This is an optimization exercise on Yosys and OpenROAD, whose aim is a short achievable clock period and few clock cycles, not a production implementation. Only simulation tests tie the RTL to the original design; equivalence was not proved. Power is estimated from default activity; no workload was simulated.

$ cat design/flow/design.v
package cpu_pkg;
    typedef enum logic [5:0] {
        OP_ADD  = 6'h01,
        OP_SUB  = 6'h02,
        OP_AND  = 6'h03,
        OP_OR   = 6'h04,
        OP_SLT  = 6'h05,
        OP_ADDI = 6'h08,
        OP_LW   = 6'h10,
        OP_SW   = 6'h11,
        OP_BEQZ = 6'h12,
        OP_BNEZ = 6'h13,
        OP_J    = 6'h14,
        OP_HALT = 6'h3f
    } opcode_e;
    typedef enum logic [2:0] {
        ALU_ADD,
        ALU_SUB,
        ALU_AND,
        ALU_OR,
        ALU_SLT
    } alu_op_e;
    typedef enum logic [1:0] {
        FWD_REG,
        FWD_MEM,
        FWD_WB
    } fwd_sel_e;
endpackage
`timescale 1ns/100ps
module decode (
    input  logic [32-1:0]   instr,
    output cpu_pkg::alu_op_e   alu_op,
    output logic               use_imm,
    output logic               mem_rd,
    output logic               mem_wr,
    output logic               reg_wr,
    output logic               branch,
    output logic               branch_nz,
    output logic               jump,
    output logic               halt,
    output logic [5-1:0] dest,
    output logic [32-1:0]   imm
);
    cpu_pkg::opcode_e op;
    logic    rd_form;
    assign op  = cpu_pkg::opcode_e'(instr[31:26]);
    assign imm = {{(32-16){instr[15]}}, instr[15:0]};
    always_comb begin
        alu_op    = cpu_pkg::ALU_ADD;
        use_imm   = 1'b0;
        mem_rd    = 1'b0;
        mem_wr    = 1'b0;
        reg_wr    = 1'b0;
        branch    = 1'b0;
        branch_nz = 1'b0;
        jump      = 1'b0;
        halt      = 1'b0;
        rd_form   = 1'b0;
        case (op)
            cpu_pkg::OP_ADD: begin
                reg_wr  = 1'b1;
                rd_form = 1'b1;
            end
            cpu_pkg::OP_SUB: begin
                alu_op  = cpu_pkg::ALU_SUB;
                reg_wr  = 1'b1;
                rd_form = 1'b1;
            end
            cpu_pkg::OP_AND: begin
                alu_op  = cpu_pkg::ALU_AND;
                reg_wr  = 1'b1;
                rd_form = 1'b1;
            end
            cpu_pkg::OP_OR: begin
                alu_op  = cpu_pkg::ALU_OR;
                reg_wr  = 1'b1;
                rd_form = 1'b1;
            end
            cpu_pkg::OP_SLT: begin
                alu_op  = cpu_pkg::ALU_SLT;
                reg_wr  = 1'b1;
                rd_form = 1'b1;
            end
            cpu_pkg::OP_ADDI: begin
                use_imm = 1'b1;
                reg_wr  = 1'b1;
            end
            cpu_pkg::OP_LW: begin
                use_imm = 1'b1;
                mem_rd  = 1'b1;
                reg_wr  = 1'b1;
            end
            cpu_pkg::OP_SW: begin
                use_imm = 1'b1;
                mem_wr  = 1'b1;
            end
            cpu_pkg::OP_BEQZ: branch = 1'b1;
            cpu_pkg::OP_BNEZ: begin
                branch    = 1'b1;
                branch_nz = 1'b1;
            end
            cpu_pkg::OP_J:    jump = 1'b1;
            cpu_pkg::OP_HALT: halt = 1'b1;
            default: ;
        endcase
    end
    assign dest = !reg_wr ? '0 : (rd_form ? instr[15:11] : instr[20:16]);
endmodule
`timescale 1ns/100ps
module hazard_unit (
    input  logic [5-1:0] id_rs1,
    input  logic [5-1:0] id_rs2,
    input  logic [5-1:0] ex_dest,
    input  logic               ex_valid,
    input  logic               ex_mem_rd,
    input  logic [5-1:0] mem_dest,
    input  logic               mem_valid,
    input  logic               mem_reg_wr,
    input  logic [5-1:0] wb_dest,
    input  logic               wb_valid,
    input  logic               wb_reg_wr,
    input  logic               take_branch,
    output cpu_pkg::fwd_sel_e  fwd_a,
    output cpu_pkg::fwd_sel_e  fwd_b,
    output logic               stall,
    output logic               flush
);
    logic load_use;
    function automatic logic [1:0] pick_src(input logic [5-1:0] rs);
        logic ex_hit;
        logic mem_hit;
        ex_hit  = ex_valid && (ex_dest == rs);
        mem_hit = mem_valid && mem_reg_wr && (mem_dest == rs);
        if (rs == '0)
            pick_src = cpu_pkg::FWD_REG;
        else if (ex_hit)
            pick_src = cpu_pkg::FWD_MEM;
        else if (mem_hit)
            pick_src = cpu_pkg::FWD_WB;
        else
            pick_src = cpu_pkg::FWD_REG;
    endfunction
    always_comb begin
        fwd_a = cpu_pkg::fwd_sel_e'(pick_src(id_rs1));
        fwd_b = cpu_pkg::fwd_sel_e'(pick_src(id_rs2));
    end
    assign load_use = ex_valid && ex_mem_rd && (ex_dest != '0) &&
                      ((ex_dest == id_rs1) || (ex_dest == id_rs2));
    assign stall = load_use && !take_branch;
    assign flush = take_branch;
endmodule
`timescale 1ns/100ps
module exec_unit (
    input  cpu_pkg::alu_op_e  alu_op,
    input  logic              use_imm,
    input  cpu_pkg::fwd_sel_e fwd_a,
    input  cpu_pkg::fwd_sel_e fwd_b,
    input  logic [32-1:0]  bus_a,
    input  logic [32-1:0]  bus_b,
    input  logic [32-1:0]  imm,
    input  logic [32-1:0]  mem_res,
    input  logic [32-1:0]  wb_res,
    output logic [32-1:0]  alu_res,
    output logic [32-1:0]  store_data,
    output logic [32-1:0]  src_a
);
    logic [32-1:0] src_b;
    logic [32-1:0] op_b;
    function automatic logic [32-1:0] fwd_mux(
        input cpu_pkg::fwd_sel_e         sel,
        input logic [32-1:0] reg_val,
        input logic [32-1:0] mem_val,
        input logic [32-1:0] wb_val
    );
        case (sel)
            cpu_pkg::FWD_MEM: fwd_mux = mem_val;
            cpu_pkg::FWD_WB:  fwd_mux = wb_val;
            default: fwd_mux = reg_val;
        endcase
    endfunction
    assign src_a = fwd_mux(fwd_a, bus_a, mem_res, wb_res);
    assign src_b = fwd_mux(fwd_b, bus_b, mem_res, wb_res);
    assign store_data = src_b;
    assign op_b       = use_imm ? imm : src_b;
    always_comb begin
        case (alu_op)
            cpu_pkg::ALU_SUB: alu_res = src_a - op_b;
            cpu_pkg::ALU_AND: alu_res = src_a & op_b;
            cpu_pkg::ALU_OR:  alu_res = src_a | op_b;
            cpu_pkg::ALU_SLT: alu_res = {{(32-1){1'b0}}, $signed(src_a) < $signed(op_b)};
            default: alu_res = src_a + op_b;
        endcase
    end
endmodule
`timescale 1ns/100ps
module regfile (
    input  logic               clk,
    input  logic               rst_n,
    input  logic [5-1:0] rs1,
    input  logic [5-1:0] rs2,
    output logic [32-1:0]   bus_a,
    output logic [32-1:0]   bus_b,
    input  logic [5-1:0] rd,
    input  logic [32-1:0]   wr_data,
    input  logic               wr_en
);
    localparam int NREGS = 1 << 5;
    logic [32-1:0] regs [NREGS];
    function automatic logic [32-1:0] read_port(input logic [5-1:0] addr);
        if (addr == '0)
            read_port = '0;
        else if (wr_en && (rd == addr))
            read_port = wr_data;
        else
            read_port = regs[addr];
    endfunction
    always_comb begin
        bus_a = read_port(rs1);
        bus_b = read_port(rs2);
    end
    always_ff @(posedge clk) begin
        if (!rst_n) begin
            for (int i = 0; i < NREGS; i++)
                regs[i] <= '0;
        end else if (wr_en && (rd != '0)) begin
            regs[rd] <= wr_data;
        end
    end
endmodule
`timescale 1ns/100ps
module pipeline (
    input  logic               clk,
    input  logic               rst_n,
    input  logic [32-1:0]   instr,
    output logic [32-1:0]   i_addr,
    input  logic [32-1:0]   mem_rd_data,
    output logic [32-1:0]   mem_addr,
    output logic [32-1:0]   mem_wr_data,
    output logic               mem_wr,
    input  logic [32-1:0]   bus_a,
    input  logic [32-1:0]   bus_b,
    output logic [5-1:0] rs1,
    output logic [5-1:0] rs2,
    output logic [5-1:0] rd,
    output logic [32-1:0]   reg_wr_data,
    output logic               reg_wr,
    output logic               halted
);
    localparam logic [32-1:0] WORD_BYTES = 4;
    logic [32-1:0] pc;
    logic             halt_pending;
    logic             id_halt;
    logic             pc_freeze;
    logic             ifid_valid;
    logic [32-1:0] ifid_instr;
    logic [32-1:0] ifid_pc4;
    cpu_pkg::alu_op_e             dec_alu_op;
    logic                dec_use_imm, dec_mem_rd, dec_mem_wr, dec_reg_wr;
    logic                dec_branch, dec_branch_nz, dec_jump, dec_halt;
    logic [5-1:0]  dec_dest;
    logic [32-1:0]    dec_imm;
    cpu_pkg::fwd_sel_e            haz_fwd_a, haz_fwd_b;
    logic                stall, flush;
    logic                idex_valid;
    cpu_pkg::alu_op_e             idex_alu_op;
    cpu_pkg::fwd_sel_e            idex_fwd_a, idex_fwd_b;
    logic                idex_use_imm, idex_mem_rd, idex_mem_wr, idex_reg_wr;
    logic                idex_branch, idex_branch_nz, idex_jump, idex_halt;
    logic [5-1:0]  idex_dest;
    logic [32-1:0]    idex_imm, idex_bus_a, idex_bus_b, idex_pc4;
    logic [32-1:0]    ex_alu_res, ex_store_data, ex_src_a, ex_target;
    logic                exm_valid;
    logic                exm_mem_rd, exm_mem_wr, exm_reg_wr, exm_zero;
    logic                exm_branch, exm_branch_nz, exm_jump, exm_halt;
    logic [5-1:0]  exm_dest;
    logic [32-1:0]    exm_alu_res, exm_store_data, exm_target;
    logic                take_branch;
    logic                mwb_valid, mwb_reg_wr, mwb_mem_rd;
    logic [5-1:0]  mwb_dest;
    logic [32-1:0]    mwb_alu_res, mwb_ld_data, wb_data;
    assign id_halt   = ifid_valid && dec_halt;
    assign pc_freeze = id_halt || halt_pending;
    assign i_addr    = pc;
    always_ff @(posedge clk) begin
        if (!rst_n) begin
            pc           <= 32'h0000_0000;
            halt_pending <= 1'b0;
        end else begin
            if (flush)
                pc <= exm_target;
            else if (!stall && !pc_freeze)
                pc <= pc + WORD_BYTES;
            if (flush)
                halt_pending <= 1'b0;
            else if (id_halt && !stall)
                halt_pending <= 1'b1;
        end
    end
    always_ff @(posedge clk) begin
        if (!rst_n)
            ifid_valid <= 1'b0;
        else if (flush)
            ifid_valid <= 1'b0;
        else if (!stall)
            ifid_valid <= !pc_freeze;
    end
    always_ff @(posedge clk) begin
        if (!stall) begin
            ifid_instr <= instr;
            ifid_pc4   <= pc + WORD_BYTES;
        end
    end
    assign rs1 = ifid_instr[25:21];
    assign rs2 = ifid_instr[20:16];
    decode u_decode (
        .instr(ifid_instr), .alu_op(dec_alu_op), .use_imm(dec_use_imm),
        .mem_rd(dec_mem_rd), .mem_wr(dec_mem_wr), .reg_wr(dec_reg_wr),
        .branch(dec_branch), .branch_nz(dec_branch_nz), .jump(dec_jump),
        .halt(dec_halt), .dest(dec_dest), .imm(dec_imm)
    );
    hazard_unit u_hazard (
        .id_rs1(rs1), .id_rs2(rs2),
        .ex_dest(idex_dest), .ex_valid(idex_valid), .ex_mem_rd(idex_mem_rd),
        .mem_dest(exm_dest), .mem_valid(exm_valid), .mem_reg_wr(exm_reg_wr),
        .wb_dest(mwb_dest), .wb_valid(mwb_valid), .wb_reg_wr(mwb_reg_wr),
        .take_branch(take_branch),
        .fwd_a(haz_fwd_a), .fwd_b(haz_fwd_b), .stall(stall), .flush(flush)
    );
    always_ff @(posedge clk) begin
        if (!rst_n)
            idex_valid <= 1'b0;
        else
            idex_valid <= ifid_valid && !stall && !flush;
    end
    always_ff @(posedge clk) begin
        idex_alu_op    <= dec_alu_op;
        idex_use_imm   <= dec_use_imm;
        idex_mem_rd    <= dec_mem_rd;
        idex_mem_wr    <= dec_mem_wr;
        idex_reg_wr    <= dec_reg_wr;
        idex_branch    <= dec_branch;
        idex_branch_nz <= dec_branch_nz;
        idex_jump      <= dec_jump;
        idex_halt      <= dec_halt;
        idex_dest      <= dec_dest;
        idex_imm       <= dec_imm;
        idex_bus_a     <= bus_a;
        idex_bus_b     <= bus_b;
        idex_pc4       <= ifid_pc4;
        idex_fwd_a     <= haz_fwd_a;
        idex_fwd_b     <= haz_fwd_b;
    end
    exec_unit u_exec (
        .alu_op(idex_alu_op), .use_imm(idex_use_imm),
        .fwd_a(idex_fwd_a), .fwd_b(idex_fwd_b),
        .bus_a(idex_bus_a), .bus_b(idex_bus_b), .imm(idex_imm),
        .mem_res(exm_alu_res), .wb_res(wb_data),
        .alu_res(ex_alu_res), .store_data(ex_store_data), .src_a(ex_src_a)
    );
    assign ex_target = idex_pc4 + (idex_imm << 2);
    always_ff @(posedge clk) begin
        if (!rst_n)
            exm_valid <= 1'b0;
        else
            exm_valid <= idex_valid && !flush;
    end
    always_ff @(posedge clk) begin
        exm_mem_rd     <= idex_mem_rd;
        exm_mem_wr     <= idex_mem_wr;
        exm_reg_wr     <= idex_reg_wr;
        exm_branch     <= idex_branch;
        exm_branch_nz  <= idex_branch_nz;
        exm_jump       <= idex_jump;
        exm_halt       <= idex_halt;
        exm_dest       <= idex_dest;
        exm_alu_res    <= ex_alu_res;
        exm_store_data <= ex_store_data;
        exm_zero       <= (ex_src_a == '0);
        exm_target     <= ex_target;
    end
    assign take_branch = exm_valid &&
                         (exm_jump || (exm_branch && (exm_zero ^ exm_branch_nz)));
    assign mem_addr    = exm_alu_res;
    assign mem_wr_data = exm_store_data;
    assign mem_wr      = exm_valid && exm_mem_wr;
    always_ff @(posedge clk) begin
        if (!rst_n) begin
            mwb_valid <= 1'b0;
            halted    <= 1'b0;
        end else begin
            mwb_valid <= exm_valid;
            if (exm_valid && exm_halt)
                halted <= 1'b1;
        end
    end
    always_ff @(posedge clk) begin
        mwb_reg_wr  <= exm_reg_wr;
        mwb_mem_rd  <= exm_mem_rd;
        mwb_dest    <= exm_dest;
        mwb_alu_res <= exm_alu_res;
        mwb_ld_data <= mem_rd_data;
    end
    assign wb_data     = mwb_mem_rd ? mwb_ld_data : mwb_alu_res;
    assign reg_wr_data = wb_data;
    assign rd          = mwb_dest;
    assign reg_wr      = mwb_valid && mwb_reg_wr;
endmodule
`timescale 1ns/100ps
module cpu_top (
    input  logic             clk,
    input  logic             rst_n,
    input  logic [32-1:0] instr,
    output logic [32-1:0] i_addr,
    input  logic [32-1:0] mem_rd_data,
    output logic [32-1:0] mem_addr,
    output logic [32-1:0] mem_wr_data,
    output logic             mem_wr,
    output logic             halted
);
    logic [32-1:0]   bus_a;
    logic [32-1:0]   bus_b;
    logic [5-1:0] rs1;
    logic [5-1:0] rs2;
    logic [5-1:0] rd;
    logic [32-1:0]   reg_wr_data;
    logic               reg_wr;
    pipeline u_pipeline (
        .clk(clk), .rst_n(rst_n),
        .instr(instr), .i_addr(i_addr),
        .mem_rd_data(mem_rd_data), .mem_addr(mem_addr),
        .mem_wr_data(mem_wr_data), .mem_wr(mem_wr),
        .bus_a(bus_a), .bus_b(bus_b), .rs1(rs1), .rs2(rs2),
        .rd(rd), .reg_wr_data(reg_wr_data), .reg_wr(reg_wr),
        .halted(halted)
    );
    regfile u_regfile (
        .clk(clk), .rst_n(rst_n),
        .rs1(rs1), .rs2(rs2), .bus_a(bus_a), .bus_b(bus_b),
        .rd(rd), .wr_data(reg_wr_data), .wr_en(reg_wr)
    );
endmodule
$ cat design/flow/run.sh
#!/bin/bash
# synth_recipe.tcl (not shown) runs the flow's synth.tcl, then flattens the netlist and writes it again
# the make line also repeats each setting of config.mk as NAME=value (left out here)
make -C /OpenROAD-flow-scripts/flow DESIGN_CONFIG=/design/flow/config.mk WORK_HOME=/design/flow/orfs CLKGATE_MAP_FILE= SYNTH_SCRIPT=/design/flow/synth_recipe.tcl finish
$ cat design/flow/config.mk
export PLATFORM = sky130hd
export DESIGN_NAME = cpu_top
export DESIGN_NICKNAME = cpu_top
export VERILOG_FILES = /design/flow/design.v
export SDC_FILE = /design/flow/constraint.sdc
export NUM_CORES = 4
export LEC_CHECK = 0
export CAP_MARGIN = 20
export CORE_MARGIN = 2
export CORE_UTILIZATION = 40
export PLACE_DENSITY = 0.6
export SLEW_MARGIN = 20
$ cat design/flow/constraint.sdc
create_clock -name core_clock -period 7.0 [get_ports {clk}]
set_input_delay 1.4000 -clock core_clock [delete_from_list [all_inputs] [get_ports {clk}]]
set_output_delay 1.4000 -clock core_clock [all_outputs]
set_load 0.01 [all_outputs]
==> results.txt <==
## Yosys cell counts (all sizes together), types with 6 or more instances
library cell	instances	share of area, %
nor2	1148	6.0
edfxtp	1088	45
mux4	640	20
clkbuf	393	2.0
dfxtp	360	10
nand2	244	1.3
a21oi	234	1.6
inv	155	0.81
a211oi	132	1.4
ha	131	2.3
buf	78	0.50
nand2b	74	0.64
o21ai	73	0.51
xor2	60	0.73
xnor2	58	0.71
nor2b	50	0.43
mux2	43	0.67
o21a	40	0.42
mux2i	36	0.50
a21o	34	0.35
nand3	32	0.22
nor3	32	0.22
and3	25	0.22
o22ai	25	0.23
o21bai	23	0.24
nand4	17	0.15
o211ai	17	0.18
and2	15	0.13
nor4	14	0.13
a221oi	13	0.16
a31oi	11	0.096
o221ai	11	0.13
nor3b	9	0.10
o31ai	8	0.11
a221o	7	0.097
a22oi	7	0.073
a311oi	6	0.097
nand3b	6	0.063
or2	6	0.052
or3	6	0.052
## power by group
part           total (uW)  internal, uW  leakage, uW  switching, uW
clock network        8010          4520      0.00238           3490
logic                4260          1550       0.0131           2720
registers           10200          9730       0.0143            492
## metrics by stage
step	hold WS (ns)	instance area [um^2]	setup slack (ns)	util (%)
2_1_floorplan	0.310	72100	2.51	-
3_3_place_gp	0.310	76800	1.42	43.0
3_5_place_dp	0.312	76800	1.44	43.0
4_1_cts	0.302	81600	1.41	45.7
5_1_grt	0.303	81700	1.01	45.7
6_report	0.302	81700	1.36	45.7
## final cells by class
cell class	count	area, um^2
fill	15700	97000
sequential	1448	39900
multi-input combinational	3387	30400
clock buffer	203	4270
tap	2355	2950
timing repair buffer	315	2890
inverter	157	591
clock inverter	75	584
antenna	1	2.50
## metal layers
layer | vias to the layer above | global-route usage, % | wire length (um)
met3 | 468 | 5.29 | 23800
met5 | - | 0 | 13
met4 | 2 | 9.62 | 9360
met2 | 2856 | 42.9 | 116000
met1 | 25100 | 34.6 | 93700
li1 | 20400 | - | -
## logic make-up (layout without fill, tap and decap cells)
family          count (synthesis)  in the layout  synth area share, %
compound gates                693            693                 6.45
xor+xnor                      118            118                 1.43
fa+ha+maj                     135            135                 2.37
buf+inv                       628            750                 3.37
flops                        1448           1448                 55.4
mux                           719            719                 21.2
other cells                     1             33              0.00521
simple gates                 1690           1690                 9.82
## worst register-to-register path: stages, from the launching register on
cell and delay, ns:
dfxtp_4 0.82, mux2i_4 0.37, buf_4 0.40, nand2b_1 0.18, a21oi_1 0.07, a21oi_1 0.61, inv_1 0.16, ha_1 0.44
a2111oi_1 0.52, nand2_1 0.20, a211oi_2 0.41, o31ai_2 0.16, a311o_1 0.49, a2111oi_2 0.48, o2111ai_1 0.16, o211ai_1 0.13
## final timing paths
| kind | to | cells after the start | startpoint |
|---|---|---|---|
| hold / removal | u_pipeline.exm_target[1] | 0 | u_pipeline.idex_pc4[1] |
| setup / recovery | u_pipeline.exm_alu_res[27] | 15 | u_pipeline.mwb_mem_rd |
| hold reg to reg | u_pipeline.exm_target[1] | 0 | u_pipeline.idex_pc4[1] |
| setup reg to reg | u_pipeline.exm_alu_res[27] | 15 | u_pipeline.mwb_mem_rd |
## flip-flops by register name, summed over array words and instances (netlist names), 2 cells and up, named ones only
name / flops
u_pipeline.idex_fwd_b: 2
u_pipeline.idex_pc4: 32
u_pipeline.idex_fwd_a: 2
u_pipeline.mwb_dest: 5
u_pipeline.idex_bus_b: 32
u_regfile.regs: 1024
u_pipeline.idex_dest: 5
u_pipeline.mwb_ld_data: 32
u_pipeline.idex_bus_a: 32
u_pipeline.ifid_instr: 32
u_pipeline.idex_alu_op: 3
u_pipeline.exm_alu_res: 32
u_pipeline.exm_store_data: 32
u_pipeline.mwb_alu_res: 32
u_pipeline.ifid_pc4: 32
u_pipeline.pc: 32
u_pipeline.idex_imm: 16
u_pipeline.exm_dest: 5
u_pipeline.exm_target: 32
==> results_dict.tcl <==
set metrics [dict create \
    viasPerCell 6.14 \
    tns_ns 0 \
    die_height_um 428 \
    track_usage_pct 26.2 \
    synthDistinctLibCells 89 \
    drt-initial-drc-count 6312 \
    hold_buffers 0 \
    port_buffers 163 \
    finalHoldViolCount 0 \
    route.detailed.drc 0 \
    drv_slew 0 \
    max_clock_freq_mhz 177 \
    arrival_ns 6.37 \
    maxCapViolations 0 \
    cpMaxStageDelayCell "dfxtp_4" \
    antenna_found_initial 6 \
    cts_sinks 1448 \
    fin_crit_sh_pct 80.5 \
    start_kind "flop" \
    layout_commonest_cell "nor2_1" \
    die_width_um 428 \
    initial_core_util_pct 40.3 \
    crit_type "flop to flop" \
    cts_resized 0 \
    vias 48800 \
    grt_overflow 0 \
    crit_chain "mux2i_4 -> buf_4 -> nand2b_1 -> a21oi_1 -> a21oi_1 -> inv_1 -> ha_1 -> a2111oi_1 -> nand2_1 -> a211oi_2 -> o31ai_2 -> a311o_1 -> a2111oi_2 -> o2111ai_1 -> o211ai_1" \
    clock-root-buffer "clkbuf_16" \
    p_total_uw 22500 \
    gp_routability_congestion 0.940 \
    rows 155 \
    path_buf_inv 2 \
    synthArstFlopShare_pct 0 \
    status "complete, no violations" \
    dp_cells 7662 \
    path_clk_slew_ns 0.06 \
    cts_buffer_depth 3 \
    fin_worst_skew_ns 0.0367 \
    ys_seq_area_share_pct 55.4 \
    dp_hpwl_um 149000 \
    power_density_nw_per_um2 276 \
    syn_avg_cell_area_um2 13.3 \
    relSlewSlack_pct 22.2 \
    clock_latency_ns 0.81 \
    core_um2 179000 \
    synth_flop_cell "edfxtp_1" \
    period_needed_ns 5.64 \
    nets 5664 \
    crit_top_cell "a21oi_1" \
    routed_wirelength_um 243000 \
    crit_family "compound AO/OA/AOI/OAI gates" \
    path_max_fanout 35 \
    fin_cells 7941 \
    synthCells 5432 \
    grt_pass1_vias 48500 \
    peakVddDrop_mv 0.205 \
    grt_max_degree 101 \
    post_cts.repair.setup_buffers 0 \
    dr.pass1.iters 8 \
    drive_gt1_share_pct 21.5 \
    leakagePower_uw 0.0298 \
    mappedNetlistArea_um2 72000 \
    rsz0062_at_grt "no" \
    required_ns 7.73 \
    synth_edf_count 1088 \
    slowest_delay_ns 0.82 \
    reg2reg_slack_ns 1.36 \
    setup_viol 0 \
    numCtsBuffers 155 \
    cts_tree "done" \
    area.growth.synth_to_final_pct 13.4 \
    post_drt_wl_per_cell_um 30.6 \
    final_antenna_net_count 0 \
    final_cell_mix "nor2_1 (1145), edfxtp_1 (1088), mux4_2 (640), dfxtp_1 (347), a21oi_1 (234)" \
    hold_path.class "flop to flop" \
    yosys_warnings 5 \
    grt_pass1_wl_um 350000 \
    end_kind "flop" \
    synth-seq-cells 1448 \
    io_pins 164 \
    h-tree-depth 4 \
    tightest_slew_ns 1.16 \
    die-area_um2 183000 \
]
Testbench counts, summed over its fixed seeds: cycles 553,729.

==> port drivers added, routing unchanged <==
How much do the figures lean on ideal ports? The routed layout below was timed once more, with nothing changed but the port constraints.
Step 1 sets driving cells, clkbuf_16 on the clock port and buf_2 on the other inputs (assumed; they add their load-dependent delay and slew).
Step 2 times the ports against the registers' clock, not the clock port: input delays grow and output delays shrink by t, the midpoint of the rising clock arrivals with the driver on.
Slacks: ideal ports / drivers / drivers and shift; pairs: ideal ports / drivers.
t (ns): 0.875
setup slack, ns: 1.364 / 1.364 / 1.364
slew at the worst register clock pin (ns): 0.07 / 0.07
worst data-port slew with drivers (ns): 0.08
cell pins on the clock port's net: 1
After both steps this run still meets setup and hold. The setup slack of this run moves by 0.000 ns with the drivers and by 0.000 ns with both steps.
